What follows belongs to an exercise in optimizing a design on an open flow for small area; a production flow would make more cautious choices.
Only the layout flow was run in this run; the RTL was not checked for function there.

## design/flow/design.v

```verilog
package calsoc_pkg;
	typedef logic [31:0] wb_addr_t;
	typedef logic [31:0] wb_data_t;
	typedef logic [3:0]  wb_sel_t;
	typedef logic [15:0] dac_word_t;
	typedef logic [9:0]  delay_code_t;
	typedef logic [7:0]  mu_offset_t;
	localparam wb_addr_t RAM_BASE = 32'h0000_0000;
	localparam wb_addr_t RAM_MASK = 32'hFF00_0000;
	localparam wb_addr_t MU_BASE  = 32'h0500_0000;
	localparam wb_addr_t MU_MASK  = 32'hFF00_0000;
	localparam int RAM_WORDS = 256;
	localparam int DAC_SPI_CLK_DIV    = 10;
	localparam int DAC_DIV_W          = $clog2(DAC_SPI_CLK_DIV);
	localparam int DAC_SETTLE_CYCLES  = 3;
	localparam int STROBE_HOLD_CYCLES = 5;
	localparam mu_offset_t MU_CTRL       = 8'h00;
	localparam mu_offset_t MU_STATUS     = 8'h04;
	localparam mu_offset_t MU_THR_START  = 8'h08;
	localparam mu_offset_t MU_THR_DELTA  = 8'h0C;
	localparam mu_offset_t MU_STEP_LIMIT = 8'h10;
	localparam mu_offset_t MU_DELAY_CODE = 8'h14;
	localparam mu_offset_t MU_RESULT     = 8'h18;
endpackage
`timescale 1ns/1ps
module dac_spi (
	input  logic                  wb_clk_i,
	input  logic                  rst_n_i,
	input  logic                  start_i,
	input  calsoc_pkg::dac_word_t word_i,
	output logic                  busy_o,
	output logic                  done_o,
	output logic                  dac_sync_o,
	output logic                  dac_sclk_o,
	output logic                  dac_sdi_o
);
	logic [calsoc_pkg::DAC_DIV_W-1:0] div_cnt_q;
	logic [3:0]                       bit_cnt_q;
	calsoc_pkg::dac_word_t            shift_q;
	logic                             active_q;
	logic                             sclk_q;
	logic                             done_q;
	logic                             tick;
	assign tick = active_q &&
		(div_cnt_q == calsoc_pkg::DAC_DIV_W'(calsoc_pkg::DAC_SPI_CLK_DIV - 1));
	always_ff @(posedge wb_clk_i or negedge rst_n_i) begin
		if (!rst_n_i) begin
			div_cnt_q <= '0;
			bit_cnt_q <= '0;
			shift_q   <= '0;
			active_q  <= 1'b0;
			sclk_q    <= 1'b0;
			done_q    <= 1'b0;
		end else begin
			done_q <= 1'b0;
			if (!active_q) begin
				if (start_i) begin
					active_q  <= 1'b1;
					shift_q   <= word_i;
					div_cnt_q <= '0;
					bit_cnt_q <= '0;
					sclk_q    <= 1'b0;
				end
			end else if (tick) begin
				div_cnt_q <= '0;
				sclk_q    <= !sclk_q;
				if (sclk_q) begin
					shift_q   <= shift_q << 1;
					bit_cnt_q <= bit_cnt_q + 4'd1;
					if (bit_cnt_q == 4'd15) begin
						active_q <= 1'b0;
						done_q   <= 1'b1;
					end
				end
			end else begin
				div_cnt_q <= div_cnt_q + 1'b1;
			end
		end
	end
	assign busy_o     = active_q;
	assign done_o     = done_q;
	assign dac_sync_o = !active_q;
	assign dac_sclk_o = sclk_q;
	assign dac_sdi_o  = shift_q[15];
endmodule
`timescale 1ns/1ps
module measure_unit (
	input  logic                    wb_clk_i,
	input  logic                    rst_n_i,
	input  logic                    cmp_out_i,
	input  logic                    bus_cyc,
	input  logic                    bus_stb,
	input  logic                    bus_we,
	input  calsoc_pkg::wb_addr_t    bus_adr,
	input  calsoc_pkg::wb_data_t    bus_dat_w,
	input  calsoc_pkg::wb_sel_t     bus_sel,
	output calsoc_pkg::wb_data_t    bus_dat_r,
	output logic                    bus_ack,
	output logic                    dac_sync_o,
	output logic                    dac_sclk_o,
	output logic                    dac_sdi_o,
	output calsoc_pkg::delay_code_t delay_code_o,
	output logic                    delay_stb_o
);
	typedef enum logic [2:0] {IDLE, LOAD, SETTLE, STROBE, NEXT} sweep_state_e;
	sweep_state_e            state_q;
	calsoc_pkg::dac_word_t   thr_start_q, thr_delta_q, thr_q, result_q;
	logic [15:0]             limit_q, step_q;
	calsoc_pkg::delay_code_t delay_code_q;
	logic [7:0]              wait_q;
	logic                    found_q, done_q, ack_q, spi_start_q;
	logic                    spi_busy, spi_done, busy;
	logic                    access, bus_wr, start_req;
	calsoc_pkg::mu_offset_t  offset;
	calsoc_pkg::wb_data_t    rd_data, dat_r_q;
	assign offset    = bus_adr[7:0];
	assign access    = bus_cyc && bus_stb && !ack_q;
	assign bus_wr    = access && bus_we;
	assign start_req = bus_wr && (offset == calsoc_pkg::MU_CTRL) && bus_dat_w[0];
	assign busy      = (state_q != IDLE) || spi_busy;
	always_ff @(posedge wb_clk_i or negedge rst_n_i) begin
		if (!rst_n_i) begin
			thr_start_q  <= '0;
			thr_delta_q  <= '0;
			limit_q      <= '0;
			delay_code_q <= '0;
			ack_q        <= 1'b0;
		end else begin
			ack_q <= access;
			if (bus_wr) begin
				case (offset)
					calsoc_pkg::MU_THR_START:  thr_start_q  <= bus_dat_w[15:0];
					calsoc_pkg::MU_THR_DELTA:  thr_delta_q  <= bus_dat_w[15:0];
					calsoc_pkg::MU_STEP_LIMIT: limit_q      <= bus_dat_w[15:0];
					calsoc_pkg::MU_DELAY_CODE: delay_code_q <= bus_dat_w[9:0];
					default: ;
				endcase
			end
		end
	end
	always_comb begin
		case (offset)
			calsoc_pkg::MU_STATUS:     rd_data = {29'd0, done_q, found_q, busy};
			calsoc_pkg::MU_THR_START:  rd_data = {16'd0, thr_start_q};
			calsoc_pkg::MU_THR_DELTA:  rd_data = {16'd0, thr_delta_q};
			calsoc_pkg::MU_STEP_LIMIT: rd_data = {16'd0, limit_q};
			calsoc_pkg::MU_DELAY_CODE: rd_data = {22'd0, delay_code_q};
			calsoc_pkg::MU_RESULT:     rd_data = {16'd0, result_q};
			default:                   rd_data = '0;
		endcase
	end
	always_ff @(posedge wb_clk_i) begin
		if (access) begin
			dat_r_q <= rd_data;
		end
	end
	assign bus_ack   = ack_q;
	assign bus_dat_r = dat_r_q;
	always_ff @(posedge wb_clk_i or negedge rst_n_i) begin
		if (!rst_n_i) begin
			state_q     <= IDLE;
			thr_q       <= '0;
			step_q      <= '0;
			wait_q      <= '0;
			result_q    <= '0;
			found_q     <= 1'b0;
			done_q      <= 1'b0;
			spi_start_q <= 1'b0;
		end else begin
			spi_start_q <= 1'b0;
			case (state_q)
				IDLE: begin
					if (start_req) begin
						found_q <= 1'b0;
						if (limit_q == '0) begin
							done_q <= 1'b1;
						end else begin
							done_q      <= 1'b0;
							thr_q       <= thr_start_q;
							step_q      <= '0;
							spi_start_q <= 1'b1;
							state_q     <= LOAD;
						end
					end
				end
				LOAD: begin
					if (spi_done) begin
						wait_q  <= '0;
						state_q <= SETTLE;
					end
				end
				SETTLE: begin
					if (wait_q == 8'(calsoc_pkg::DAC_SETTLE_CYCLES - 1)) begin
						wait_q  <= '0;
						state_q <= STROBE;
					end else begin
						wait_q <= wait_q + 8'd1;
					end
				end
				STROBE: begin
					if (wait_q == 8'(calsoc_pkg::STROBE_HOLD_CYCLES - 1)) begin
						result_q <= thr_q;
						if (cmp_out_i) begin
							found_q <= 1'b1;
							done_q  <= 1'b1;
							state_q <= IDLE;
						end else begin
							state_q <= NEXT;
						end
					end else begin
						wait_q <= wait_q + 8'd1;
					end
				end
				NEXT: begin
					if (step_q == limit_q - 16'd1) begin
						done_q  <= 1'b1;
						state_q <= IDLE;
					end else begin
						step_q      <= step_q + 16'd1;
						thr_q       <= thr_q + thr_delta_q;
						spi_start_q <= 1'b1;
						state_q     <= LOAD;
					end
				end
				default: state_q <= IDLE;
			endcase
		end
	end
	assign delay_stb_o  = (state_q == STROBE);
	assign delay_code_o = delay_code_q;
	dac_spi u_dac_spi (
		.wb_clk_i   (wb_clk_i),
		.rst_n_i    (rst_n_i),
		.start_i    (spi_start_q),
		.word_i     (thr_q),
		.busy_o     (spi_busy),
		.done_o     (spi_done),
		.dac_sync_o (dac_sync_o),
		.dac_sclk_o (dac_sclk_o),
		.dac_sdi_o  (dac_sdi_o)
	);
endmodule
```

## design/flow/run.sh

```bash
#!/bin/bash
# synth_recipe.tcl (not shown) runs the flow's synth.tcl, then flattens the netlist and writes it again
# the make line also repeats each setting of config.mk as NAME=value (left out here)
make -C /OpenROAD-flow-scripts/flow DESIGN_CONFIG=/design/flow/config.mk WORK_HOME=/design/flow/orfs CLKGATE_MAP_FILE= SYNTH_SCRIPT=/design/flow/synth_recipe.tcl finish
```

## design/flow/config.mk

```make
export PLATFORM = sky130hd
export DESIGN_NAME = measure_unit
export DESIGN_NICKNAME = measure_unit
export VERILOG_FILES = /design/flow/design.v
export SDC_FILE = /design/flow/constraint.sdc
export NUM_CORES = 4
export LEC_CHECK = 0
export CAP_MARGIN = 20
export CORE_MARGIN = 2
export CORE_UTILIZATION = 40
export SLEW_MARGIN = 20
```

## design/flow/constraint.sdc

```tcl
create_clock -name core_clock -period 10.0 [get_ports {wb_clk_i}]
set_input_delay 2.0000 -clock core_clock [delete_from_list [all_inputs] [get_ports {wb_clk_i}]]
set_output_delay 2.0000 -clock core_clock [all_outputs]
set_load 0.01 [all_outputs]
```

==> flow_summary.toml <==
[status]
outcome = "timing/DRC/antenna clean"

[global_routing]
gr-usage-all-layers = 0.194
grt_max_degree = 81
grt-ovfl-total = 0
antenna_found_initial = 0
grt_pass1_wl_um = 33800
grt_pass1_vias = 6180

[synth]
ys_seq_area_frac = 0.486
synth_seq_cells = 164
syn_area_um2 = 8610
ys_async_sr_fraction = 0.902
syn_area_per_cell_um2 = 10.2
yosysWarnings = 2
synth-edff-count = 16
synthCells = 842
ys_types = 60
synth_ff_type = "dfrtp_1"

[critical_path]
worstSetupEndpointType = "flop"
worstPathRequired_ps = 10320
worst_setup_path_start_kind = "primary input"
arrival_ps = 4740
critPathKind = "primary input to flop"
rr_worst_depth = 9
crit_path_max_fanout = 34

[detailed_routing]
drt_pre_antenna_iters = 8
drt-vias-per-instance = 5.45
post-route-drc-count = 0
ant_nets = 0
drtIter0Drc = 575
wl_per_cell_um = 17.7
vias = 6443
wirelength_um = 20900

[clock_network]
htree_levels = 4
cts.clk_slew.worst_paths_ps = 70
cts_tree = "built"
post_cts_buffers = 0
cts_buffer_depth = 2
worstSkewPairLatency_ps = 430
ctsResizeCount = 0
cts-hold-fix-buffers = 0
cts_root_buf = "clkbuf_16"
clkSinkCount = 164
numCtsBuffers = 17

[layout]
drive_gt1_frac = 0.141
syn2layout_area_growth_pct = 16.2
fin_nets = 992
antennaDiodeCount = 0

[timing]
max_slew_margin = 0.347
slew_viol_final = 0
setup_viol_count_final = 0
hold_ws_ps = 487
rsz0062_at_grt = "no"
fmax_mhz = 226
worst_pin_slew_ps = 980
fin_setup_tns_ps = 0
hold_viol_final = 0
fin_crit_ps = 4420
fin_skew_ps = 8.46
fin_crit_sh = 0.442

[power_and_ir_drop]
finalPower_w = 0.00143
vdd_drop_max_mv = 0.117
powerDensity_nw_per_um2 = 142
p_leak_nw = 4.35

[die]
initial_core_util = 0.408
core_um2 = 21100
die_h_um = 151
die-width_um = 151
ioPinCount = 121
rows = 53
die-area_um2 = 22700

[min_path]
min_path_type = "flop to flop"
min_path_cells = 1

[place]
dp_hpwl_um = 14700
portBuffers = 60
gp_congestion = 0.830

[job]
drv_cap = 0
[layout make-up]
cell class	count	area [um2]
clock buffers	17	425
repair buffers	69	673
well taps	275	344
clock inverters	15	146
flip-flops and latches	164	4180
inverters	23	86.3
multi-input cells	619	4150
fillers	1979	11100
[metrics by stage]
stage,util,std cells,setup WS [ps],area (um2)
floorplan,-,857,5790,8670
global placement,0.447,1150,5120,9430
detailed placement,0.447,1150,5130,9430
CTS,0.474,1182,5580,10000
global route,0.475,1182,5290,10000
finish,0.475,1182,5580,10000
[worst max-delay path, stage by stage]
cell             delay [ps]
clkdlybuf4s50_1         460
nand2_1                  60
nor2_2                   70
buf_4                   290
and2_0                  310
and4_1                  280
nand2_1                 110
o21ai_2                 170
buf_4                   410
a31oi_1                 120
or3_1                   310
o211a_1                 130
[worst paths after layout]
path,start,end,slack [ps]
min,wait_q[7]$_DFFE_PN0P_,wait_q[7]$_DFFE_PN0P_,490
max,bus_cyc,thr_q[15]$_DFFE_PN0P_,5580
min in group asynchronous,rst_n_i,limit_q[10]$_DFFE_PN0P_,1570
min reg2reg,wait_q[7]$_DFFE_PN0P_,wait_q[7]$_DFFE_PN0P_,490
max in group asynchronous,rst_n_i,state_q[0]$_DFFE_PN0P_,7280
max reg2reg,limit_q[2]$_DFFE_PN0P_,step_q[9]$_DFFE_PN0P_,6060
[cells by family after synthesis]
family,Yosys count,synth area share
DFF,164,0.486
adders and majority gates,24,0.0357
AOI/OAI and AO/OA,168,0.127
muxes,83,0.107
and+or+nand+nor,284,0.158
other,1,0.000435
xor gates and xnor gates,44,0.0447
buffers and inverters,74,0.0420
[report_power, final]
part | internal, W | switching (W)
registers | 0.000683 | 0.0000135
logic | 0.0000391 | 0.0000522
clock network | 0.000349 | 0.000289
[flip-flops by register name, indices dropped and copies added (netlist names), 3 cells and up]
name / flops
u_dac_spi.bit_cnt_q: 4
result_q: 16
limit_q: 16
step_q: 16
dat_r_q: 16
u_dac_spi.div_cnt_q: 4
state_q: 3
thr_start_q: 16
thr_q: 16
delay_code_q: 10
wait_q: 8
thr_delta_q: 16
u_dac_spi.shift_q: 16
[per-layer routing]
layer / up-vias / GRT usage / routed length (um)
li1: 3108 / - / -
met1: 3173 / 0.288 / 10200
met2: 142 / 0.295 / 9540
met3: 20 / 0.0309 / 902
met4: 0 / 0.0500 / 275
met5: - / 0 / 0
[placed cells by master (no fill, tap or decap), types with 8 or more instances in the layout]
| cell | instances |
|---|---|
| mux2_2 | 71 |
| clkdlybuf4s50_1 | 59 |
| clkbuf_16 | 17 |
| buf_4 | 8 |
| a31oi_1 | 15 |
| a22oi_1 | 17 |
| mux2i_1 | 12 |
| nand2_1 | 82 |
| o21ai_0 | 37 |
| and3_1 | 8 |
| dfrtp_1 | 148 |
| edfxtp_1 | 16 |
| xor2_1 | 13 |
| nand3_1 | 19 |
| a21oi_1 | 37 |
| inv_1 | 23 |
| nor2_1 | 83 |
| a222oi_1 | 10 |
| nand4_1 | 12 |
| nor3_1 | 24 |
| xnor2_1 | 31 |
| ha_1 | 23 |
| conb_1 | 16 |
[synthesized netlist by cell type, types with 3 or more instances]
library cell / n / area (um2)
nor2_1: 84 / 315
nand3b_1: 6 / 45.0
a222oi_1: 10 / 100
ha_1: 23 / 288
nor2b_1: 7 / 43.8
xor2_1: 13 / 114
a21oi_1: 38 / 190
a22oi_1: 17 / 128
nand3_1: 19 / 95.1
clkbuf_1: 28 / 105
buf_2: 4 / 20.0
edfxtp_1: 16 / 480
and3_1: 8 / 50.1
and2_1: 7 / 43.8
a21o_1: 7 / 52.6
nor4_1: 7 / 43.8
nand2b_1: 6 / 37.5
a31oi_1: 15 / 93.8
xnor2_1: 31 / 272
nor3b_1: 3 / 22.5
o31ai_1: 4 / 30.0
nand4_1: 12 / 75.1
or3_1: 4 / 25.0
o22ai_1: 6 / 37.5
mux2i_1: 12 / 120
o211ai_1: 3 / 22.5
mux2_2: 71 / 800
dfrtp_1: 148 / 3700
nor3_1: 26 / 130
buf_4: 17 / 128
o21ai_0: 37 / 185
inv_1: 23 / 86.3
o21a_1: 7 / 52.6
o21ai_1: 3 / 15.0
nand2_1: 82 / 308
a211oi_1: 5 / 37.5

==> afterwards: timing with drivers on the ports <==
Ports are ideal in the flow. The routed layout listed here was re-timed in OpenROAD. Step 1, drivers: a clkbuf_16 drives wb_clk_i and a buf_2 each remaining input, both assumed. Step 2 times the ports against the registers' clock, not the clock port: input delays grow and output delays shrink by t, the midpoint of the rising clock arrivals with the driver on. Slacks: ideal ports / drivers / drivers and shift; pairs: ideal ports / drivers.
shift t [ns]: 0.470
setup WS [ns]: 5.579 / 5.596 / 5.126
worst hold slack (ns): 0.487 / 0.487 / 0.487
worst setup path after step 2: input to register
latest minus earliest clock arrival (ns): 0.008 / 0.008
After both steps this run still meets setup and hold. The setup slack of this run moves by +0.017 ns with the drivers and by -0.453 ns with both steps.
